Context: an optimization exercise on an open-source flow, tuned for small area, a short achievable clock period and few clock cycles. The choices shown serve that exercise and are no tape-out recipe.
No functional check of the RTL was part of this run.
No activity file was given, so power comes from the tool's default toggle rates.

### flow/run.sh
#!/bin/bash
# synth_recipe.tcl (not shown) runs the flow's synth.tcl, then flattens the netlist and writes it again
# the make line also repeats each setting of config.mk as NAME=value (left out here)
make -C /OpenROAD-flow-scripts/flow DESIGN_CONFIG=/design/flow/config.mk WORK_HOME=/design/flow/orfs CLKGATE_MAP_FILE= SYNTH_SCRIPT=/design/flow/synth_recipe.tcl finish
### flow/config.mk
export PLATFORM = sky130hd
export DESIGN_NAME = euclid_top
export DESIGN_NICKNAME = euclid_top
export VERILOG_FILES = /design/flow/design.v
export SDC_FILE = /design/flow/constraint.sdc
export NUM_CORES = 4
export LEC_CHECK = 0
export CAP_MARGIN = 20
export CORE_MARGIN = 2
export CORE_UTILIZATION = 40
export SLEW_MARGIN = 20
### flow/constraint.sdc
create_clock -name core_clock -period 5.5 [get_ports {cr_intf}]
set_input_delay 1.1000 -clock core_clock [delete_from_list [all_inputs] [get_ports {cr_intf}]]
set_output_delay 1.1000 -clock core_clock [all_outputs]
set_load 0.01 [all_outputs]
### flow/design.v
`default_nettype none
package euclid_pkg;
  localparam int X_W = 8;
  localparam int Y_W = 8;
endpackage
`default_nettype wire
`timescale 1ns/1ps
`default_nettype none
module euclid_top
(
  input  wire logic        cr_intf,
  input  wire logic        rst_n,
  input  wire logic        job_start,
  input  wire logic        job_shape,       
  input  wire logic [7:0]  job_p0_x,
  input  wire logic [7:0]  job_p0_y,
  input  wire logic [7:0]  job_p1_x,
  input  wire logic [7:0]  job_p1_y,
  input  wire logic [7:0]  job_p2_x,
  input  wire logic [7:0]  job_p2_y,
  input  wire logic [15:0] job_color,
  input  wire logic [2:0]  job_bzdepth,
  input  wire logic        pxl_ready,
  output logic             busy,
  output logic             job_done,
  output logic             pxl_valid,
  output logic [7:0]       pxl_x,
  output logic [7:0]       pxl_y,
  output logic [15:0]      pxl_color
);
  assign pxl_color = job_color;
  logic start_c;
  assign start_c = job_start & ~busy;
  logic       g_act;
  logic [1:0] g_lp;          
  logic [1:0] g_lvl;         
  logic       g_st;          
  logic [1:0] g_j;           
  logic [1:0] g_e;           
  logic       g_line;        
  logic [7:0] ta_x, ta_y, tb_x, tb_y, tc_x, tc_y;
  logic [1:0] lp_in;
  always_comb
  begin
    case (job_bzdepth)
      3'd0, 3'd1: lp_in = 2'd0;
      3'd2:       lp_in = 2'd1;
      default:    lp_in = 2'd2;
    endcase
  end
  function automatic logic [7:0] mid(input logic [7:0] a, input logic [7:0] b);
    logic [8:0] s;
    s   = {1'b0, a} + {1'b0, b};
    mid = s[8:1];
  endfunction
  logic [7:0] mab_x, mab_y, mbc_x, mbc_y;
  assign mab_x = mid(ta_x, tb_x);
  assign mab_y = mid(ta_y, tb_y);
  assign mbc_x = mid(tb_x, tc_x);
  assign mbc_y = mid(tb_y, tc_y);
  logic       g_emit;        
  logic       g_last;
  logic       g_dir;
  logic [7:0] ep_x, ep_y;
  logic       g_take;
  assign g_emit = g_act & (g_lvl == g_lp);
  assign g_last = g_line | ((g_e == 2'd3) & ((g_lp == 2'd0) | ((g_lp == 2'd1) & g_j[0]) |
                                             (g_j == 2'd3)));
  assign g_dir  = ((g_lp == 2'd2) & (g_lvl == 2'd0)) ? g_j[1] : g_j[0];
  always_comb
  begin
    case (g_e)
      2'd0, 2'd1: begin ep_x = mab_x; ep_y = mab_y; end
      2'd2:       begin ep_x = tb_x;  ep_y = tb_y;  end
      default:    begin ep_x = tc_x;  ep_y = tc_y;  end
    endcase
  end
  logic [7:0] ps_x, ps_y;    
  logic [7:0] dx, dy;
  logic       sx, sy;
  logic signed [9:0] err;
  logic [7:0] rem;           
  logic       first;         
  logic       cur_last;
  logic       at_end;        
  assign pxl_x = ps_x;
  assign pxl_y = ps_y;
  logic accept, line_free;
  assign accept    = pxl_valid & pxl_ready;
  assign job_done  = accept & at_end & cur_last;
  assign line_free = ~pxl_valid | (accept & at_end & ~cur_last);
  assign g_take    = busy & line_free & g_emit;
  logic [8:0] ddx_a, ddx_b, ddy_a, ddy_b;
  logic [7:0] ndx, ndy;
  logic       nsx, nsy;
  assign ddx_a = {1'b0, ep_x} - {1'b0, ps_x};
  assign ddx_b = {1'b0, ps_x} - {1'b0, ep_x};
  assign ddy_a = {1'b0, ep_y} - {1'b0, ps_y};
  assign ddy_b = {1'b0, ps_y} - {1'b0, ep_y};
  assign nsx   = ~ddx_a[8];
  assign nsy   = ~ddy_a[8];
  assign ndx   = ({8{nsx}} & ddx_a[7:0]) | ({8{~nsx}} & ddx_b[7:0]);
  assign ndy   = ({8{nsy}} & ddy_a[7:0]) | ({8{~nsy}} & ddy_b[7:0]);
  logic signed [10:0] sdx, sdy, serr, a1, a2, a3, a4, a5;
  logic step_x, step_y;
  logic [9:0] err_nx;
  assign sdx  = $signed({3'b000, dx});
  assign sdy  = $signed({3'b000, dy});
  assign serr = 11'(err);
  assign a1   = (first ? (sdx <<< 1) : (serr <<< 1)) + (first ? -sdy : sdy);
  assign a2   = sdx - (first ? (sdy <<< 1) : (serr <<< 1));
  assign a3   = serr - sdy;
  assign a4   = serr + sdx;
  assign a5   = (serr & {11{~first}}) + sdx - sdy;
  assign step_x = ~a1[10] & (a1 != 11'sd0);
  assign step_y = first ? a2[10] : (~a2[10] & (a2 != 11'sd0));
  assign err_nx = ({10{ first &  step_x &  step_y}} & {a5[8:0], 1'b0}) |
                  ({10{ first &  step_x & ~step_y}} & a2[9:0]) |
                  ({10{ first & ~step_x}}           & a1[9:0]) |
                  ({10{~first &  step_x &  step_y}} & a5[9:0]) |
                  ({10{~first &  step_x & ~step_y}} & a3[9:0]) |
                  ({10{~first & ~step_x}}           & a4[9:0]);
  logic [7:0] rem_nx;
  logic       end_nx;
  assign rem_nx = first ? (a5[10] ? dy - 8'd1 : dx - 8'd1) : rem - 8'd1;
  assign end_nx = first ? ((dx[7:1] == 7'd0) & (dy[7:1] == 7'd0)) : (rem == 8'd1);
  logic [7:0] nx_x, nx_y;
  assign nx_x = step_x ? (sx ? ps_x + 8'd1 : ps_x - 8'd1) : ps_x;
  assign nx_y = step_y ? (sy ? ps_y + 8'd1 : ps_y - 8'd1) : ps_y;
  always_ff @(posedge cr_intf or negedge rst_n)
  begin
    if (!rst_n)
    begin
      busy      <= 1'b0;
      pxl_valid <= 1'b0;
      g_act     <= 1'b0;
    end
    else
    begin
      if (start_c)
      begin
        busy      <= 1'b1;
        pxl_valid <= 1'b0;
        g_act     <= 1'b1;
      end
      else
      begin
        if (job_done)
        begin
          busy      <= 1'b0;
          pxl_valid <= 1'b0;
        end
        else if (busy & line_free)
          pxl_valid <= g_emit;
        if (g_take & g_last)
          g_act <= 1'b0;
      end
    end
  end
  always_ff @(posedge cr_intf)
  begin
    if (start_c)
    begin
      ps_x   <= job_p0_x;
      ps_y   <= job_p0_y;
      ta_x   <= job_p0_x;
      ta_y   <= job_p0_y;
      tb_x   <= job_p1_x;
      tb_y   <= job_p1_y;
      tc_x   <= job_p2_x;
      tc_y   <= job_p2_y;
      g_lvl  <= 2'd0;
      g_lp   <= job_shape ? lp_in : 2'd0;
      g_line <= ~job_shape;
      g_e    <= (~job_shape | (job_bzdepth == 3'd0)) ? 2'd2 : 2'd0;
      g_st   <= 1'b0;
      g_j    <= 2'd0;
    end
    else
    begin
      if (g_act & ~g_emit)
      begin
        g_st <= ~g_st;
        if (!g_st)
        begin
          if (g_dir)
          begin
            ta_x <= mab_x; ta_y <= mab_y;
            tb_x <= mbc_x; tb_y <= mbc_y;
          end
          else
          begin
            tb_x <= mab_x; tb_y <= mab_y;
            tc_x <= mbc_x; tc_y <= mbc_y;
          end
        end
        else
        begin
          g_lvl <= g_lvl + 2'd1;
          if (g_dir)
          begin
            ta_x <= mab_x; ta_y <= mab_y;
          end
          else
          begin
            tc_x <= mbc_x; tc_y <= mbc_y;
          end
        end
      end
      else if (g_take)
      begin
        g_e <= g_e + 2'd1;
        if (g_e == 2'd0)
        begin
          ta_x <= mab_x; ta_y <= mab_y;
          tb_x <= mbc_x; tb_y <= mbc_y;
        end
        if (g_e == 2'd3)
        begin
          g_j   <= g_j + 2'd1;
          g_lvl <= 2'd0;
          ta_x  <= job_p0_x; ta_y <= job_p0_y;
          tb_x  <= job_p1_x; tb_y <= job_p1_y;
          tc_x  <= job_p2_x; tc_y <= job_p2_y;
        end
      end
      if (g_take)
      begin
        dx       <= ndx;
        dy       <= ndy;
        sx       <= nsx;
        sy       <= nsy;
        first    <= 1'b1;
        cur_last <= g_last;
        at_end   <= (ndx == 8'd0) & (ndy == 8'd0);
      end
      else if (accept & ~at_end)
      begin
        err    <= err_nx;
        first  <= 1'b0;
        rem    <= rem_nx;
        at_end <= end_nx;
        ps_x   <= nx_x;
        ps_y   <= nx_y;
      end
    end
  end
endmodule
`default_nettype wire
==> results.txt <==
==> flip-flops by register name, summed over array words and instances (netlist names), 2 cells and up <==
signal,flops
dy,8
rem,8
ps_x,8
tb_y,8
g_j,2
ta_x,8
g_e,2
g_lp,2
ps_y,8
err,10
tb_x,8
tc_x,8
g_lvl,2
dx,8
tc_y,8
ta_y,8
==> how the worst max path moves through the flow <==
stage / from / to
detailed placement: tb_y[0] / at_end
CTS: tb_y[0] / at_end
global route: tb_x[1] / at_end
finish: tb_x[1] / at_end
global placement: tb_y[0] / at_end
floorplan: first / ps_x[0]
==> stage by stage <==
| step | cell area (µm²) | worst slack [ns] |
|---|---|---|
| 2_1_floorplan | 11700 | 0.853 |
| 3_3_place_gp | 12800 | 0.802 |
| 3_5_place_dp | 12800 | 0.679 |
| 4_1_cts | 13300 | 0.651 |
| 5_1_grt | 13300 | 0.223 |
| 6_report | 13300 | 0.596 |
==> layer usage <==
metal | share of wire | up-vias | routed length, µm
met4 | 0.033 | 0 | 1110
met2 | 0.48 | 316 | 16300
li1 | - | 4903 | -
met3 | 0.045 | 56 | 1510
met5 | 0 | - | 0
met1 | 0.44 | 4784 | 14900
==> worst max-delay path, delay by kind of cell, from the launching register on <==
| family | cells | cell delay [ns] |
|---|---|---|
| fa+ha+maj | 2 | 0.66 |
| mux | 1 | 0.31 |
| compound gates | 10 | 2.26 |
| flops | 1 | 0.49 |
| simple gates | 2 | 0.52 |
| xor+xnor | 2 | 0.45 |
==> kinds of logic after synthesis <==
| group | Yosys count | synth area share |
|---|---|---|
| AOI/OAI and AO/OA | 403 | 0.225 |
| and+or+nand+nor | 356 | 0.146 |
| buffers and inverters | 180 | 0.0656 |
| adders and majority gates | 145 | 0.169 |
| DFF | 116 | 0.292 |
| xor gates and xnor gates | 92 | 0.0688 |
| muxes | 35 | 0.0347 |
==> cell usage after synthesis (6+ instances only) <==
cell type / instances / area share
mux2_2: 25 / 0.024
nor2b_1: 16 / 0.0085
nand4_1: 7 / 0.0037
o21bai_1: 18 / 0.012
nand2_1: 129 / 0.041
o21a_1: 18 / 0.012
xor2_1: 34 / 0.025
or2_2: 10 / 0.0053
xnor2_1: 58 / 0.043
buf_4: 17 / 0.011
mux2i_1: 8 / 0.0068
nor3_1: 25 / 0.011
o21ai_0: 98 / 0.042
a21boi_0: 9 / 0.0058
inv_1: 120 / 0.038
and3_1: 7 / 0.0037
o31ai_1: 7 / 0.0045
a21o_1: 28 / 0.018
nand2b_1: 11 / 0.0059
edfxtp_1: 108 / 0.28
ha_1: 123 / 0.13
nor2_1: 81 / 0.026
fa_1: 22 / 0.038
a211oi_1: 20 / 0.013
or3_1: 9 / 0.0048
a31o_2: 7 / 0.0052
o211a_1: 6 / 0.0051
a22oi_1: 20 / 0.013
a21oi_1: 102 / 0.044
o211ai_1: 7 / 0.0045
nand3_1: 27 / 0.012
o22ai_1: 9 / 0.0048
clkbuf_1: 32 / 0.010
==> power by group through the flow <==
stage	sequential [W]	clock (W)	combinational, W
4_1_cts	0.000951	0.00109	0.0000521
2_1_floorplan	0.000971	0	0.0000178
3_5_place_dp	0.000971	0	0.0000518
3_3_place_gp	0.000971	0	0.0000519
6_report	0.000952	0.00108	0.0000522
5_1_grt	0.000951	0.00113	0.0000550
==> layout make-up <==
cell class / instances / area (µm²)
Clock buffer: 17 / 425
Clock inverter: 15 / 121
Fill cell: 2790 / 15500
Inverter: 120 / 450
Multi-Input combinational cell: 1031 / 7540
Sequential cell: 116 / 3420
Tap cell: 384 / 480
Timing Repair Buffer: 91 / 868
==> parameters.txt <==
Parameter                              Value

Power
  Net switching power    0.000512 W
  Total leakage power    5.57 nW
  Part of the total power dissipated in combinational logic    0.025
  Internal Dissipation    between 0.0015 and 0.002 W
  VDD IR-drop max    between 0.1 and 0.15 mV
  PwrDens    157 nW/µm²
  Part of the power in registers    0.456
  Sw Ratio    0.245
  Portion of total power attributed to the clock network    0.519
  Final Total Pwr    0.00209 W

STA
  RSZ-0062 raised after global routing    no
  # setup viols final    0
  Fin crit period    4.90 ns
  Setup Skew    approximately 0.027 ns
  Final slew viol count    0
  Final number of hold-violating endpoints    0
  Relative slew slack    0.317
  Final sum of negative setup slack    0 ns
  Fin Hold WS    around 0.50 ns
  Worst Tran Pin Value    1.02 ns
  Fmax achieved    204 MHz
  Post-route fraction of the period consumed by the critical path    0.892

Layout
  Fraction of layout cells with a size suffix above 1    0.0784
  Fin util    0.462
  Total Nets Final    1594
  Commonest non-fill, non-tap cells in the layout    129 x nand2_1, 123 x ha_1, 120 x inv_1, 108 x edfxtp_1, 102 x a21oi_1
  Fin cells    roughly 1800
  Diode count    0
  Most common library cell in the layout ignoring fill and taps    nand2_1
  P&R area growth vs syn    13.6%

CTS
  Hold-fix buffer count after cts    0
  Htree depth    4
  Clock tree from TritonCTS    done
  Clock insertion delay at the later pin of the skew report    0.44 ns
  Post-CTS Setup Bufs    0
  Total clock buffers created by CTS    17
  Total clock sinks    116
  Clock-pin slew on the worst setup and hold paths    0.06 ns
  Clock root buffer master    clkbuf_16
  Count of instances resized after the clock tree is built    0
  Number of buffers between clock root and the deepest sink    2

Critical path
  Kind of critical path    register to register
  CP max stage delay    0.50 ns
  R2r worst-path depth    17
  CP most frequent cell    a21oi_1
  Crit. End Element    register
  Data required time at the worst endpoint    5.74 ns
  CP Max Fanout    8
  Reg2Reg Setup Slack    0.60 ns
  FF-to-FF End    at_end
  CP arrival    5.14 ns
  Startpoint type of the worst setup path    register
  R2R Path Start    tb_x[1]
  Critical path, cell by cell    ha_1 > a31o_2 > a21oi_1 > o21ai_0 > a21o_1 > a21oi_1 > xor2_1 > a2bb2oi_1 > o21ai_0 > ha_1 > or2_2 > a21oi_1 > nor2_1 > mux2_2 > a21oi_1 > xnor2_1 > o41ai_2
  Cell with the largest stage delay on the worst path    a21oi_1

Detailed routing
  Count of routing violations after the opening detailed-route iteration    680
  DRT antenna net count    0
  Via density    5.67
  Post-route DRC    0
  Detailed-route via count    slightly above 10000
  DR WL/cell    19.1 µm
  Number of iterations in the first detailed-routing pass    7
  Aggregate routed wire length    33.9 mm

Run status
  Result of the run  no timing/DRC/antenna violations

Run
  Maximum Capacitance Violations    0

Place
  Half-perimeter wire length of the detailed placement result    26.7 mm
  Count of buffers inserted at the top-level ports    74
  Number of cells after detailed placement    1742
  Routability congestion estimate from global placement    between 0.9 and 1

Floorplan
  Die Width    175 µm
  Top Ports    107
  Area of the placeable core    28800 µm²
  Full die area    30700 µm²
  Floorplan row count    62
  Die boundary height    175 µm
  Initial standard-cell utilization of the core    0.407

Logic synthesis
  Average cell area after synthesis    8.83 µm²
  Predominant post-synthesis flop cell    edfxtp_1
  Number of distinct standard cells referenced by the synthesized netlist    85
  Async set-reset flop share out of synthesis    0.0259
  Post-synthesis instance area    11700 µm²
  Number of flops mapped to enable cells by yosys    108
  Instance count of the mapped netlist    1327
  Synthesized netlist net count    approximately 1500
  #FFs+latches synth    between 100 and 150
  Warning count from the yosys run    1
  Sequential fraction of the synthesis area    0.292

Global route
  Overall Global Routing Usage    0.220
  Largest net degree at the start of global routing    34
  GRT busiest layer    met2
  Met2 usage in global routing    0.377
  Met1 Resource Use GR    0.279
  Total congestion overflow after global routing    0
  Antenna violations before repair    0
  Vias in the first global route    9926
  Met3 Usage GRT    0.0305
  Global-route wire length before repair    53.0 mm

Worst hold path
  Hold Path Stages    2
  Hold Path Origin    g_lvl[1]
  Min-delay worst type    register to register
  Destination of the worst hold path    g_lvl[1]

-- what the ideal ports hide --
How much do the figures lean on ideal ports? The routed layout below was timed once more, with nothing changed but the port constraints.
Step 1: set_driving_cell puts a clkbuf_16 on cr_intf and a buf_2 on each other input, an assumption about the parent block.
Step 2 times the ports against the registers' clock, not the clock port: input delays grow and output delays shrink by t, the midpoint of the rising clock arrivals with the driver on.
Three values: ideal, step 1, step 2; two values: the first two.
t (ns): 0.474
setup WS [ns]: 0.596 / 0.596 / 0.596
worst hold slack (ns): 0.497 / 0.497 / 0.497
latest minus earliest clock arrival (ns): 0.027 / 0.027
cell pins on the clock port's net: 1
After both steps setup and hold are still met in this run. The setup slack of this run moves by 0.000 ns with the drivers and by 0.000 ns with both steps.
